This design comes from an exercise in tuning for small area and a short achievable clock period on the open sky130 flow, not from production work.
In this exercise RTL edits were held to simulation tests only and were not proved equivalent to the original.
Power is estimated from default activity; no workload was simulated.

## job 1121
// fc_layer
module fc_layer (
    input  logic        clk,
    input  logic        rstn,
    input  logic        r_valid,
    input  logic [31:0] in_data,
    output logic        t_valid,
    output logic [31:0] out_data
);
For scale: about 1900 cells after synthesis, about 390 flip-flops, roughly 68 I/O pins.
==> flow/config.mk <==
export PLATFORM = sky130hd
export DESIGN_NAME = fc_layer
export DESIGN_NICKNAME = fc_layer
export VERILOG_FILES = /design/flow/design.v
export SDC_FILE = /design/flow/constraint.sdc
export NUM_CORES = 4
export LEC_CHECK = 0
export CAP_MARGIN = 20
export CORE_MARGIN = 2
export CORE_UTILIZATION = 65
export CTS_CLUSTER_DIAMETER = 60
export CTS_CLUSTER_SIZE = 30
export SLEW_MARGIN = 20
==> flow/constraint.sdc <==
create_clock -name core_clock -period 8.0 [get_ports {clk}]
set_input_delay 1.6000 -clock core_clock [delete_from_list [all_inputs] [get_ports {clk}]]
set_output_delay 1.6000 -clock core_clock [all_outputs]
set_load 0.01 [all_outputs]
standard.sh (not shown) runs the stock make flow with config.mk's settings and CLKGATE_MAP_FILE= SYNTH_SCRIPT=/design/flow/synth_recipe.tcl, a recipe that flattens the netlist after the stock synthesis.
==> flow/flow/run.sh <==
#!/bin/bash
# Standard layout, with strong buffers on the ports, sizing free to change a
# cell's footprint, and timing repair aiming 5.4 ns past the 8 ns clock. The
# make output goes to flow_make.log here; each ORFS step keeps its own log
# under orfs/logs.
set -euo pipefail
bash standard.sh \
    BUFFER_PORTS_ARGS="-buffer_cell sky130_fd_sc_hd__buf_4" \
    MATCH_CELL_FOOTPRINT=0 \
    SETUP_SLACK_MARGIN=5.4 \
    finish > flow_make.log 2>&1
The inputs of job 8993 differ from those of job 1121 as listed below.
# job 1121
export LEC_CHECK = 0
export CAP_MARGIN = 20
export CORE_MARGIN = 2
export CORE_UTILIZATION = 65
export CTS_CLUSTER_DIAMETER = 60
export CTS_CLUSTER_SIZE = 30
export SLEW_MARGIN = 20
create_clock -name core_clock -period 8.0 [get_ports {clk}]
# job 8993
export LEC_CHECK = 0
export CAP_MARGIN = 20
export CORE_MARGIN = 2
export CORE_UTILIZATION = 65
export CTS_CLUSTER_DIAMETER = 80
export CTS_CLUSTER_SIZE = 25
export SLEW_MARGIN = 20
create_clock -name core_clock -period 8.0 [get_ports {clk}]
Delta(global routing met3 resource utilization, job 8993 - job 1121) < 0
[compare] base=job 1121 new=job 8993: sequential cell count comparable; share of the cycle needed by the critical path after routing roughly the same.
Wire length of the first global-routing pass on job 8993 is down relative to job 1121.
Endpoint of the worst setup timing path = out_data[3]$_SDFF_PN1_: job 8993; endpoint of the worst setup timing path = out_data[15]: job 1121
sky130_fd_sc_hd__dfxtp_1 as the most common library cell in the layout ignoring fill and taps was reported by job 8993, and sky130_fd_sc_hd__inv_1 by job 1121.
Job 8993 against job 1121: fraction of synthesized area in multiplexers flat, total power decreased by about 4% relative to the old numbers.
Input-level comparison between job 3127 and job 8993:
# job 8993
export LEC_CHECK = 0
export CAP_MARGIN = 20
export CORE_MARGIN = 2
export CORE_UTILIZATION = 65
export CTS_CLUSTER_DIAMETER = 80
export CTS_CLUSTER_SIZE = 25
export SLEW_MARGIN = 20
create_clock -name core_clock -period 8.0 [get_ports {clk}]
# job 3127
export LEC_CHECK = 0
export CAP_MARGIN = 20
export CORE_MARGIN = 2
export CORE_UTILIZATION = 55
export CTS_CLUSTER_DIAMETER = 100
export CTS_CLUSTER_SIZE = 20
export SLEW_MARGIN = 20
create_clock -name core_clock -period 8.0 [get_ports {clk}]
==> comparison <==
Delta (job 3127 minus job 8993): maximum frequency from static timing analysis ~0 delta, wire length after detailed routing +about 2.6%.
Non-clock buffer count sits higher in job 3127 than in job 8993.
Job 3127: first-pass GRT wire length is 2.4% higher than what job 8993 reported.
In job 3127, sequential share of layout area is lower than in job 8993.
Data arrival time at the worst-slack endpoint for job 3127: 2060 ps down relative to job 8993
On clock tree cell share of total cell area, job 3127 and job 8993 are basically level.
Diff job 8993 -> job 3127: effective utilization at floorplan lower; area of all placed cells without fillers now larger; area enclosed by the die boundary now sits higher; via count lower.
[inputs] job 6784 vs job 3127
# job 3127
export LEC_CHECK = 0
export CAP_MARGIN = 20
export CORE_MARGIN = 2
export CORE_UTILIZATION = 55
export CTS_CLUSTER_DIAMETER = 100
export CTS_CLUSTER_SIZE = 20
export SLEW_MARGIN = 20
create_clock -name core_clock -period 8.0 [get_ports {clk}]
# job 6784
export LEC_CHECK = 0
export CAP_MARGIN = 20
export CORE_MARGIN = 2
export CORE_UTILIZATION = 80
export CTS_CLUSTER_DIAMETER = 100
export CTS_CLUSTER_SIZE = 20
export SLEW_MARGIN = 20
create_clock -name core_clock -period 8.0 [get_ports {clk}]
## What came out
Wire length the detailed router placed on met1 on job 6784 is down relative to job 3127. The top layer reached by signal wires comes out met5 in one run and met4 in the other, namely in job 6784 and job 3127 respectively. Compared job 3127 against job 6784; number of I/O pins within noise. In job 6784 the wire length reported by the detailed router turned out about 18% higher than in job 3127. Of job 6784 and job 3127, the lower final design instance area without fill belongs to job 6784. When the final numbers for job 6784 and job 3127 were put side by side, the sequential portion of the cell area turned out to be smaller in job 3127. Initial antenna violation count (higher): job 6784. Comparing number of buffer and inverter instances along the worst setup path for job 6784 and job 3127, the bigger number came from job 6784. Both conditions hold for job 6784: the flow ran to the end and the final layout passed the timing, design-rule and antenna checks.
Relative to job 6784, the following input files were edited for job 7636:
# job 6784
export LEC_CHECK = 0
export CAP_MARGIN = 20
export CORE_MARGIN = 2
export CORE_UTILIZATION = 80
export CTS_CLUSTER_DIAMETER = 100
export CTS_CLUSTER_SIZE = 20
export SLEW_MARGIN = 20
create_clock -name core_clock -period 8.0 [get_ports {clk}]
# job 7636
export LEC_CHECK = 0
export CAP_MARGIN = 20
export CORE_MARGIN = 2
export CORE_UTILIZATION = 65
export CTS_CLUSTER_DIAMETER = 100
export CTS_CLUSTER_SIZE = 20
export SLEW_MARGIN = 20
create_clock -name core_clock -period 8.0 [get_ports {clk}]
-- flow/flow/run.sh --
<<< job 6784, line 8
    BUFFER_PORTS_ARGS="-buffer_cell sky130_fd_sc_hd__buf_4" \
>>> job 7636, line 8
    BUFFER_PORTS_ARGS="-buffer_cell sky130_fd_sc_hd__buf_2" \
==> comparison <==
Any difference in latest clock arrival within the worst-skew pair between job 6784 and job 7636 is small enough to ignore.
As of job 7636, switching power had fallen by more than 10% compared to job 6784.
Design area essentially unchanged between job 7636 and job 6784.
Job 6784 has higher data required time at the worst endpoint than job 7636.
[inputs] job 9805 vs job 7636
-- flow/flow/run.sh --
<<< job 7636, line 8
    BUFFER_PORTS_ARGS="-buffer_cell sky130_fd_sc_hd__buf_2" \
>>> job 9805, line 8
    BUFFER_PORTS_ARGS="-buffer_cell sky130_fd_sc_hd__buf_4" \
Notes after the runs:
- The final reports for job 9805 and job 7636 show power density over cell area higher in the former.
- NOTE: non-clock buffer count in job 9805 falls short of that of job 7636
- Post-layout total power of job 9805 exceeds that of job 7636 slightly.
- Compared with job 7636, job 9805 shows a higher overall track demand over capacity in global routing.
- Diff job 7636..job 9805 | number of cells on the worst hold path | unchanged
- Looking at launch point of the worst path, the acc_c[0]$_DFF_P_ result is from job 7636; the out_data[16]$_DFF_P_ one comes from job 9805.
- Between job 9805 and job 7636, the final-layout clock-cell area share figures differ only marginally.
- For register-to-register slack, job 9805 and job 7636 come out practically identical.
- Higher HPWL reported at the end of detailed placement goes to job 7636 over job 9805.
- In job 9805, count of clock-buffer cells in the layout is lower than in job 7636.

[re-timing with driven ports]
How much do the figures lean on ideal ports? The routed layouts below were timed once more, with nothing changed but the port constraints.
Step 1, drivers: a clkbuf_16 drives clk and a buf_2 each remaining input, both assumed.
Step 2, shift: input delay + t, output delay - t, t = (earliest + latest rising clock arrival at the registers) / 2. This alone moves slack from input paths to output paths.
a / b / c = no drivers / after step 1 / after step 2; a / b = the first two.
run | t (ns) | slack for setup (ns) | worst hold slack (ns) | worst setup path after step 2 | latest minus earliest clock arrival (ns)
job 1121 | 0.625 | 5.387 / 5.337 / 4.914 | 0.337 / 0.337 / 0.337 | input to register | 0.021 / 0.021
job 8993 | 0.585 | 5.392 / 5.378 / 4.917 | 0.334 / 0.334 / 0.334 | input to register | 0.024 / 0.025
job 3127 | 0.607 | 5.399 / 5.347 / 4.863 | 0.330 / 0.330 / 0.330 | input to register | 0.016 / 0.017
job 6784 | 0.599 | 5.266 / 5.266 / 4.875 | 0.326 / 0.326 / 0.326 | input to register | 0.018 / 0.018
job 7636 | 0.592 | 5.408 / 5.359 / 4.848 | 0.331 / 0.331 / 0.331 | input to register | 0.028 / 0.028
job 9805 | 0.600 | 5.401 / 5.348 / 4.889 | 0.330 / 0.330 / 0.330 | input to register | 0.031 / 0.030
After both steps setup and hold are still met in every run listed. For job 7636, which loses most, drivers alone change the setup slack by -0.049 ns; drivers and shift together by -0.560 ns.
